This design comes from an exercise in tuning for small area, a short achievable clock period and few clock cycles on the open sky130 flow, not from production work. Function was checked by simulation only, so behaviour that the tests miss may differ from the original. Power is estimated from default activity; no workload was simulated.

## rev 12
==> flow/design.v <==
package rt_pkg;
    localparam int unsigned CAMERA_IW = 16;
    localparam int unsigned CAMERA_QW = 16;
    localparam int unsigned CAMERA_WL = CAMERA_IW + CAMERA_QW;
endpackage
module rt_rgu #(
    parameter int unsigned WL = rt_pkg::CAMERA_WL
) (
    input  logic [WL-1:0] base,
    input  logic [WL-1:0] delta,
    input  logic          cin,
    output logic [WL-1:0] next
);
    localparam int unsigned LV = $clog2(WL);
    logic [(LV+1)*WL-1:0] g, p;
    logic [WL-1:0]        hp;
    assign hp = base ^ delta;
    always_comb begin
        g = '0;
        p = '0;
        g[WL-1:0] = base & delta;
        p[WL-1:0] = hp;
        g[0] = (base[0] & delta[0]) | (hp[0] & cin);
        for (int l = 0; l < LV; l++) begin
            for (int i = 0; i < WL; i++) begin
                if (((i >> l) & 1) == 1) begin
                    g[(l+1)*WL + i] = g[l*WL + i]
                                    | (p[l*WL + i] & g[l*WL + ((i >> l) << l) - 1]);
                    p[(l+1)*WL + i] = p[l*WL + i] & p[l*WL + ((i >> l) << l) - 1];
                end else begin
                    g[(l+1)*WL + i] = g[l*WL + i];
                    p[(l+1)*WL + i] = p[l*WL + i];
                end
            end
        end
        next = hp ^ {g[LV*WL +: WL-1], cin};
    end
endmodule
module rt_frag_stream #(
    parameter int unsigned IW = rt_pkg::CAMERA_IW,
    parameter int unsigned QW = rt_pkg::CAMERA_QW
) (
    input  logic          clk,
    input  logic          resetn,
    input  logic          start,
    input  logic          abort,
    output logic          busy,
    output logic          done,
    input  logic [31:0]   image_width,
    input  logic [31:0]   image_height,
    input  logic [31:0]   camera_center_x,
    input  logic [31:0]   camera_center_y,
    input  logic [31:0]   camera_center_z,
    input  logic [31:0]   pixel_delta_u_x,
    input  logic [31:0]   pixel_delta_u_y,
    input  logic [31:0]   pixel_delta_u_z,
    input  logic [31:0]   pixel_delta_v_x,
    input  logic [31:0]   pixel_delta_v_y,
    input  logic [31:0]   pixel_delta_v_z,
    input  logic [31:0]   pixel_00_loc_x,
    input  logic [31:0]   pixel_00_loc_y,
    input  logic [31:0]   pixel_00_loc_z,
    output logic          m_valid,
    input  logic          m_ready,
    output logic [31:0]   m_data,
    output logic          m_last
);
    logic [IW-1:0] img_w, img_h;
    logic          unused_bits;
    logic busy_q, init_q, valid_q, done_q;
    logic          lc_q, lr_q, last_q, w1_q;
    logic [IW-1:0] xrem_q, yrem_q, w_q;
    logic [31:0]   acc_q, row_q, step_q;
    logic          idle, hs, adv, row_start, row_adv, lc_a, lr_a, lc_d;
    logic [IW-1:0] xdec, ydec;
    logic [31:0]   sum;
    assign img_w = image_width[QW +: IW];
    assign img_h = image_height[QW +: IW];
    assign unused_bits = ^{image_width[QW-1:0], image_height[QW-1:0],
                           camera_center_y, camera_center_z,
                           pixel_delta_u_y, pixel_delta_u_z,
                           pixel_delta_v_y, pixel_delta_v_z,
                           pixel_00_loc_y, pixel_00_loc_z};
    assign idle      = ~(init_q | valid_q);
    assign hs        = valid_q & m_ready;
    assign adv       = init_q | hs;
    assign row_start = init_q | lc_q;
    assign xdec      = xrem_q - IW'(1);
    assign ydec      = yrem_q - IW'(1);
    rt_rgu #(
        .WL (32)
    ) u_rgu (
        .base  (lc_q ? row_q : acc_q),
        .delta (step_q),
        .cin   (init_q),
        .next  (sum)
    );
    always_comb begin
        lc_a = lc_q ? w1_q : (xrem_q == IW'(2));
        lr_a = row_start ? (yrem_q == IW'(1)) : lr_q;
    end
    always_ff @(posedge clk or negedge resetn) begin
        if (!resetn) begin
            busy_q  <= 1'b0;
            init_q  <= 1'b0;
            valid_q <= 1'b0;
            done_q  <= 1'b0;
        end else begin
            done_q <= 1'b0;
            init_q <= 1'b0;
            if (abort) begin
                busy_q  <= 1'b0;
                valid_q <= 1'b0;
            end else if (!busy_q) begin
                if (start) begin
                    if (img_w != '0 && img_h != '0) begin
                        busy_q <= 1'b1;
                        init_q <= 1'b1;
                    end else begin
                        done_q <= 1'b1;
                    end
                end
            end else if (init_q) begin
                valid_q <= 1'b1;
            end else if (hs && last_q) begin
                busy_q  <= 1'b0;
                valid_q <= 1'b0;
                done_q  <= 1'b1;
            end
        end
    end
    assign row_adv = adv & row_start;
    assign lc_d    = idle | (adv ? lc_a : lc_q);
    always_ff @(posedge clk) begin
        step_q <= lc_d ? (idle ? ~camera_center_x : pixel_delta_v_x) : pixel_delta_u_x;
        row_q  <= row_adv ? sum : (idle ? pixel_00_loc_x : row_q);
        yrem_q <= row_adv ? ydec : (idle ? img_h : yrem_q);
        lc_q   <= lc_d;
        if (idle) begin
            w_q    <= img_w;
            w1_q   <= (img_w == IW'(1));
        end
        if (adv) begin
            acc_q  <= sum;
            xrem_q <= lc_q ? w_q : xdec;
            lr_q   <= lr_a;
            last_q <= lc_a & lr_a;
        end
    end
    assign busy    = busy_q;
    assign done    = done_q;
    assign m_valid = valid_q;
    assign m_data  = acc_q;
    assign m_last  = last_q;
endmodule
==> flow/config.mk <==
export PLATFORM = sky130hd
export DESIGN_NAME = rt_frag_stream
export DESIGN_NICKNAME = rt_frag_stream
export VERILOG_FILES = /design/flow/design.v
export SDC_FILE = /design/flow/constraint.sdc
export NUM_CORES = 4
export LEC_CHECK = 0
export CAP_MARGIN = 20
export CORE_MARGIN = 2
export CORE_UTILIZATION = 40
export SLEW_MARGIN = 20
export TNS_END_PERCENT = 0
==> flow/constraint.sdc <==
create_clock -name core_clock -period 10.0 [get_ports {clk}]
set_input_delay 2.0000 -clock core_clock [delete_from_list [all_inputs] [get_ports {clk}]]
set_output_delay 2.0000 -clock core_clock [all_outputs]
set_load 0.01 [all_outputs]
standard.sh (not shown) runs the stock make flow with config.mk's settings and CLKGATE_MAP_FILE= SYNTH_SCRIPT=/design/flow/synth_recipe.tcl, a recipe that flattens the netlist after the stock synthesis.
==> flow/flow/run.sh <==
#!/bin/bash
# Standard ORFS layout with small port buffers, a compact clock tree and a
# tighter setup target for the resizer's timing repair. Each ORFS step keeps
# its full log under orfs/logs; make's own output goes to standard_make.log.
set -euo pipefail
export BUFFER_PORTS_ARGS="-buffer_cell sky130_fd_sc_hd__buf_1"
export CTS_ARGS="-sink_clustering_enable -repair_clock_nets -buf_list {sky130_fd_sc_hd__clkbuf_8} -sink_clustering_size 30 -sink_clustering_max_diameter 100 -dont_use_dummy_load"
bash standard.sh BUFFER_PORTS_ARGS="$BUFFER_PORTS_ARGS" CTS_ARGS="$CTS_ARGS" SETUP_SLACK_MARGIN=7.0 REMOVE_ABC_BUFFERS=1 finish > standard_make.log 2>&1
Rev 12 | stages: all done | timing, DRC, antenna: all pass
Testbench counts of rev 12, summed over its fixed seeds: cycles 25,740.
> inputs changed (rev 12 -> rev 13)
- putting GPL_TIMING_DRIVEN at 0 where nothing was set
-- flow/flow/run.sh --
<<< rev 12, line 8
bash standard.sh BUFFER_PORTS_ARGS="$BUFFER_PORTS_ARGS" CTS_ARGS="$CTS_ARGS" SETUP_SLACK_MARGIN=7.0 REMOVE_ABC_BUFFERS=1 finish > standard_make.log 2>&1
>>> rev 13, line 8
bash standard.sh BUFFER_PORTS_ARGS="$BUFFER_PORTS_ARGS" CTS_ARGS="$CTS_ARGS" SETUP_SLACK_MARGIN=7.0 finish > standard_make.log 2>&1
### Flow results
Wire length: rev 13 vs rev 12 up about 13%
Vias: rev 13 more than rev 12
Diff rev 13..rev 12 | area added between synthesis and finish | negligible
Diff rev 12 -> rev 13: final area barely changed; first-iteration detailed-routing DRC count down 26%; ratio of final minimum period to clock period went up 1.4 points; total length of routed met3 wires lost 15%; leftover overflow at the end of global routing about even.
Rev 13: PASS, flow complete, no timing, DRC or antenna violations
Final weighted congestion in routability-driven placement went up by a little under 10% going from rev 12 to rev 13.
Any difference in area of the multi-input gates between rev 13 and rev 12 is small enough to ignore.
met2 wirelength from detailed routing for rev 13: about 15% up relative to rev 12

========
RTL: the design.v shown in full above, as it stands there.
clock: 10.0 ns
lec_check: 0
cap_margin: 20
core_margin: 2
core_utilization: 40
slew_margin: 20
tns_end_percent: 10
==> flow/flow/run.sh <==
#!/bin/bash
# Standard ORFS layout with small port buffers, a compact clock tree and a
# tighter setup target for the resizer's timing repair. Each ORFS step keeps
# its full log under orfs/logs; make's own output goes to standard_make.log.
set -euo pipefail
export BUFFER_PORTS_ARGS="-buffer_cell sky130_fd_sc_hd__buf_1"
export CTS_ARGS="-sink_clustering_enable -repair_clock_nets -buf_list {sky130_fd_sc_hd__clkbuf_8} -sink_clustering_size 30 -sink_clustering_max_diameter 100 -dont_use_dummy_load"
bash standard.sh BUFFER_PORTS_ARGS="$BUFFER_PORTS_ARGS" CTS_ARGS="$CTS_ARGS" SETUP_SLACK_MARGIN=7.0 finish > standard_make.log 2>&1
The starting point produced a clean layout.
Testbench counts at the start, summed over its fixed seeds: cycles 25,740.
Rerun with:
--- a/flow/config.mk
+++ b/flow/config.mk
@@ -8,5 +8,5 @@
 export CAP_MARGIN = 20
 export CORE_MARGIN = 2
-export CORE_UTILIZATION = 40
+export CORE_UTILIZATION = 50
 export SLEW_MARGIN = 20
-export TNS_END_PERCENT = 10
+export TNS_END_PERCENT = 0
With this change the flow never finished: it broke off in I/O pin placement.
Synthesized cell count does not change.
Area after synthesis is unchanged.
Rerun with:
==> flow/flow/run.sh (replaced) <==
#!/bin/bash
# Standard ORFS layout with small port buffers, a compact clock tree and a
# tighter setup target for the resizer's timing repair. Each ORFS step keeps
# its full log under orfs/logs; make's own output goes to standard_make.log.
set -euo pipefail
export BUFFER_PORTS_ARGS="-buffer_cell sky130_fd_sc_hd__buf_1"
export CTS_ARGS="-repair_clock_nets -buf_list {sky130_fd_sc_hd__clkbuf_8} -dont_use_dummy_load"
bash standard.sh BUFFER_PORTS_ARGS="$BUFFER_PORTS_ARGS" CTS_ARGS="$CTS_ARGS" SETUP_SLACK_MARGIN=7.0 finish > standard_make.log 2>&1
--- a/flow/config.mk
+++ b/flow/config.mk
@@ -8,5 +8,5 @@
 export CAP_MARGIN = 20
 export CORE_MARGIN = 2
-export CORE_UTILIZATION = 50
+export CORE_UTILIZATION = 40
 export SLEW_MARGIN = 20
 export TNS_END_PERCENT = 0
With this change the flow completed without violations.
Area after synthesis is unchanged.
Synthesized cell count is unchanged.
Rerun with:
--- a/flow/flow/run.sh
+++ b/flow/flow/run.sh
@@ -5,4 +5,4 @@
 set -euo pipefail
 export BUFFER_PORTS_ARGS="-buffer_cell sky130_fd_sc_hd__buf_1"
-export CTS_ARGS="-repair_clock_nets -buf_list {sky130_fd_sc_hd__clkbuf_8} -dont_use_dummy_load"
+export CTS_ARGS="-sink_clustering_enable -repair_clock_nets -buf_list {sky130_fd_sc_hd__clkbuf_8} -sink_clustering_size 30 -sink_clustering_max_diameter 100 -dont_use_dummy_load"
 bash standard.sh BUFFER_PORTS_ARGS="$BUFFER_PORTS_ARGS" CTS_ARGS="$CTS_ARGS" SETUP_SLACK_MARGIN=7.0 finish > standard_make.log 2>&1
--- a/flow/config.mk
+++ b/flow/config.mk
@@ -6,7 +6,7 @@
 export NUM_CORES = 4
 export LEC_CHECK = 0
-export CAP_MARGIN = 20
+export CAP_MARGIN = 50
 export CORE_MARGIN = 2
 export CORE_UTILIZATION = 40
-export SLEW_MARGIN = 20
+export SLEW_MARGIN = 50
 export TNS_END_PERCENT = 0
Effect: Routed wire length is about the same; sequential share of layout area barely changes; area after synthesis is unchanged; setup slack degrades by 0.033 ns; sequential cell count does not change; hold slack barely changes; count of clock-buffer cells in the layout does not change; critical path depth does not change; global-route usage went down by 0.19 points.
Rerun with:
--- a/flow/flow/run.sh
+++ b/flow/flow/run.sh
@@ -6,3 +6,3 @@
 export BUFFER_PORTS_ARGS="-buffer_cell sky130_fd_sc_hd__buf_1"
 export CTS_ARGS="-sink_clustering_enable -repair_clock_nets -buf_list {sky130_fd_sc_hd__clkbuf_8} -sink_clustering_size 30 -sink_clustering_max_diameter 100 -dont_use_dummy_load"
-bash standard.sh BUFFER_PORTS_ARGS="$BUFFER_PORTS_ARGS" CTS_ARGS="$CTS_ARGS" SETUP_SLACK_MARGIN=7.0 finish > standard_make.log 2>&1
+bash standard.sh BUFFER_PORTS_ARGS="$BUFFER_PORTS_ARGS" CTS_ARGS="$CTS_ARGS" SETUP_SLACK_MARGIN=6.7 finish > standard_make.log 2>&1
--- a/flow/config.mk
+++ b/flow/config.mk
@@ -6,7 +6,7 @@
 export NUM_CORES = 4
 export LEC_CHECK = 0
-export CAP_MARGIN = 50
+export CAP_MARGIN = 20
 export CORE_MARGIN = 2
 export CORE_UTILIZATION = 40
-export SLEW_MARGIN = 50
+export SLEW_MARGIN = 20
 export TNS_END_PERCENT = 0
Synthesized area does not change.
Routed wire length rose by 2.6%.
Count of clock-buffer cells in the layout stays the same.
Combinational power fell by about 1%.
Flip-flop and latch count does not change.
Clock skew went up by 0.0049 ns.
Via count shrinks by 0.71%.
Sequential share of layout area went up by 0.15 points.
Power shrinks by 0.54%.
Final area is lower by 0.35%.
Final cell count climbs by 0.42%.
Rerun with:
--- a/flow/flow/run.sh
+++ b/flow/flow/run.sh
@@ -6,3 +6,3 @@
 export BUFFER_PORTS_ARGS="-buffer_cell sky130_fd_sc_hd__buf_1"
 export CTS_ARGS="-sink_clustering_enable -repair_clock_nets -buf_list {sky130_fd_sc_hd__clkbuf_8} -sink_clustering_size 30 -sink_clustering_max_diameter 100 -dont_use_dummy_load"
-bash standard.sh BUFFER_PORTS_ARGS="$BUFFER_PORTS_ARGS" CTS_ARGS="$CTS_ARGS" SETUP_SLACK_MARGIN=6.7 finish > standard_make.log 2>&1
+bash standard.sh BUFFER_PORTS_ARGS="$BUFFER_PORTS_ARGS" CTS_ARGS="$CTS_ARGS" SETUP_SLACK_MARGIN=7.3 SKIP_LAST_GASP=0 MATCH_CELL_FOOTPRINT=0 TNS_END_PERCENT=3 finish > standard_make.log 2>&1
Cell count stays the same.
Clock power is lower by about 3%.
Synthesized area stays the same.
Register-to-register slack improved by 0.17 ns.
Non-clock buffer count went down by 3.
Final area goes up by 1.8%.

========
== oak ==
// rt_frag_stream: RTL as listed in full above, without the edits since
Settings: LEC_CHECK=0, CAP_MARGIN=20, CORE_MARGIN=2, CORE_UTILIZATION=40, GPL_ROUTABILITY_DRIVEN=0, SLEW_MARGIN=20, TNS_END_PERCENT=0; clock period 10.0 ns.
==> flow/flow/run.sh <==
#!/bin/bash
# Standard ORFS layout with small port buffers, a compact clock tree and a
# tighter setup target for the resizer's timing repair. Each ORFS step keeps
# its full log under orfs/logs; make's own output goes to standard_make.log.
set -euo pipefail
export BUFFER_PORTS_ARGS="-buffer_cell sky130_fd_sc_hd__buf_1"
export CTS_ARGS="-sink_clustering_enable -repair_clock_nets -buf_list {sky130_fd_sc_hd__clkbuf_8} -sink_clustering_size 30 -sink_clustering_max_diameter 100 -dont_use_dummy_load"
bash standard.sh BUFFER_PORTS_ARGS="$BUFFER_PORTS_ARGS" CTS_ARGS="$CTS_ARGS" SETUP_SLACK_MARGIN=7.0 finish > standard_make.log 2>&1
Testbench counts of oak, summed over its fixed seeds: cycles 25,740.
Changes in pine relative to oak:
Settings: clearing GPL_ROUTABILITY_DRIVEN, which used to be 0; putting PLACE_DENSITY at 0.7 where nothing was set.
[summary]
Across oak and pine, none had a timing, DRC or antenna violation. Summed area of non-filler cells in the final layout across oak and pine: no real change. Compared oak against pine; net count of the finished layout within noise. Of the two values seen for critical path class, flop to flop was produced by oak and input port to flop by pine. Taking oak as the reference, in pine sequential portion of the cell area did not really move, minimum setup slack in the final design has increased, initial core utilization now sits at about the same level, share of total power consumed by net switching has remained practically unchanged, number of stages on the worst setup path went down 4. oak → pine: final cell count lost 4, flip-flop and latch power neither gained nor lost much, time the worst path needs with I/O delays and setup lost 0.0076 ns. Fill cell instance count of the final layout came out lower on pine than on oak.
Setup changes, pine to birch
Settings: PLACE_DENSITY: 0.7 -> unset.
--- a/flow/flow/run.sh
+++ b/flow/flow/run.sh
@@ -6,3 +6,3 @@
 export BUFFER_PORTS_ARGS="-buffer_cell sky130_fd_sc_hd__buf_1"
 export CTS_ARGS="-sink_clustering_enable -repair_clock_nets -buf_list {sky130_fd_sc_hd__clkbuf_8} -sink_clustering_size 30 -sink_clustering_max_diameter 100 -dont_use_dummy_load"
-bash standard.sh BUFFER_PORTS_ARGS="$BUFFER_PORTS_ARGS" CTS_ARGS="$CTS_ARGS" SETUP_SLACK_MARGIN=7.0 finish > standard_make.log 2>&1
+bash standard.sh BUFFER_PORTS_ARGS="$BUFFER_PORTS_ARGS" CTS_ARGS="$CTS_ARGS" SETUP_SLACK_MARGIN=7.3 MATCH_CELL_FOOTPRINT=0 finish > standard_make.log 2>&1
Notes after the runs:
NOTE met1 layer wirelength in the final routing pine->birch decreased slightly. For birch and pine, there was not a single run that failed to finish clean. birch ended up with a higher total number of multi-input combinational cells than pine did. Of birch and pine, the lower setup slack belongs to pine. [compare] base=pine new=birch: overall track demand over capacity in global routing did not really move, cell area did not really move. On number of nets in the final layout, birch and pine are basically level. Summary of the comparison: power share of the clock group is lower in birch, relative to pine. Compared to pine, birch has time the final worst path needs with I/O delays and setup 0.0056 ns lower. The net switching share of the total power of birch falls short of that of pine by 0.19 points. [compare] base=pine new=birch: total length of routed wires closely matched the old numbers; total power consumption of the routed design shrank by 15 uW.
[inputs] maple vs birch
--- a/flow/flow/run.sh
+++ b/flow/flow/run.sh
@@ -6,3 +6,3 @@
 export BUFFER_PORTS_ARGS="-buffer_cell sky130_fd_sc_hd__buf_1"
 export CTS_ARGS="-sink_clustering_enable -repair_clock_nets -buf_list {sky130_fd_sc_hd__clkbuf_8} -sink_clustering_size 30 -sink_clustering_max_diameter 100 -dont_use_dummy_load"
-bash standard.sh BUFFER_PORTS_ARGS="$BUFFER_PORTS_ARGS" CTS_ARGS="$CTS_ARGS" SETUP_SLACK_MARGIN=7.3 MATCH_CELL_FOOTPRINT=0 finish > standard_make.log 2>&1
+bash standard.sh BUFFER_PORTS_ARGS="$BUFFER_PORTS_ARGS" CTS_ARGS="$CTS_ARGS" SETUP_SLACK_MARGIN=7.3 SETUP_MOVE_SEQUENCE=unbuffer,sizeup,swap,buffer MATCH_CELL_FOOTPRINT=0 finish > standard_make.log 2>&1
Global-route usage in maple is 1.3 points below birch. Compared to birch, maple has first-pass GRT wire length 5.8% lower. maple reports a higher largest stage delay on the critical path than birch does.
Input-level comparison between cedar and maple:
--- a/flow/flow/run.sh
+++ b/flow/flow/run.sh
@@ -6,3 +6,3 @@
 export BUFFER_PORTS_ARGS="-buffer_cell sky130_fd_sc_hd__buf_1"
 export CTS_ARGS="-sink_clustering_enable -repair_clock_nets -buf_list {sky130_fd_sc_hd__clkbuf_8} -sink_clustering_size 30 -sink_clustering_max_diameter 100 -dont_use_dummy_load"
-bash standard.sh BUFFER_PORTS_ARGS="$BUFFER_PORTS_ARGS" CTS_ARGS="$CTS_ARGS" SETUP_SLACK_MARGIN=7.3 SETUP_MOVE_SEQUENCE=unbuffer,sizeup,swap,buffer MATCH_CELL_FOOTPRINT=0 finish > standard_make.log 2>&1
+bash standard.sh BUFFER_PORTS_ARGS="$BUFFER_PORTS_ARGS" CTS_ARGS="$CTS_ARGS" SETUP_SLACK_MARGIN=7.3 finish > standard_make.log 2>&1
==> comparison <==
cedar: PASS, flow complete, no timing, DRC or antenna violations. maple: flow completed, timing, DRC and antenna clean. The arrival time of the worst setup path on cedar is in line with that on maple. In terms of placed standard-cell area, maple and cedar differ only marginally. Number of buffers outside the clock class in the layout (lower): maple. Delta (cedar minus maple): logic depth of the worst path, buffers included climbed 7, leakage power climbed 2.3%, power drawn by the combinational cells climbed about 4.5%. Fmax up 14 MHz in cedar wrt maple. Relative to maple, growth of design area from synthesis to finish has increased by 2.4 points in cedar. Met2 capacity usage during global routing | cedar above maple. Area after synthesis: maple vs cedar identical.

## port drivers added, routing unchanged
In the flow no input, the clock included, has a driving cell. The finished layouts below were timed again as built, in two steps. Step 1 sets driving cells, clkbuf_16 on the clock port and buf_2 on the other inputs (assumed; they add their load-dependent delay and slew). Step 2 adds t to the input delays and takes it off the output delays; t is the mean of the earliest and latest rising clock arrival at the registers after step 1. Input paths then give back, and output paths get back, about the clock's delay inside the block. Three values: ideal ports, drivers, drivers and shift; two values: the first two.
run | t (ns) | setup slack, ns | worst setup path after step 2
rev 12 | 0.468 | 6.774 / 6.774 / 6.346 | input to register
rev 13 | 0.474 | 6.636 / 6.636 / 6.191 | input to register
the first run of note 2 | 0.478 | 6.724 / 6.737 / 6.261 | input to register
the third run of note 2 | 0.478 | 6.769 / 6.769 / 6.307 | input to register
the fourth run of note 2 | 0.476 | 6.736 / 6.736 / 6.326 | input to register
the fifth run of note 2 | 0.471 | 6.607 / 6.607 / 6.265 | input to register
the sixth run of note 2 | 0.475 | 6.775 / 6.775 / 6.484 | input to register
oak | 0.478 | 6.769 / 6.769 / 6.307 | input to register
pine | 0.471 | 6.776 / 6.786 / 6.320 | input to register
birch | 0.469 | 6.782 / 6.782 / 6.403 | input to register
maple | 0.469 | 6.613 / 6.612 / 6.143 | input to register
cedar | 0.478 | 6.769 / 6.769 / 6.307 | input to register
After both steps setup and hold are still met in every run listed. For maple, which loses most, drivers alone change the setup slack by -0.001 ns; drivers and shift together by -0.470 ns.
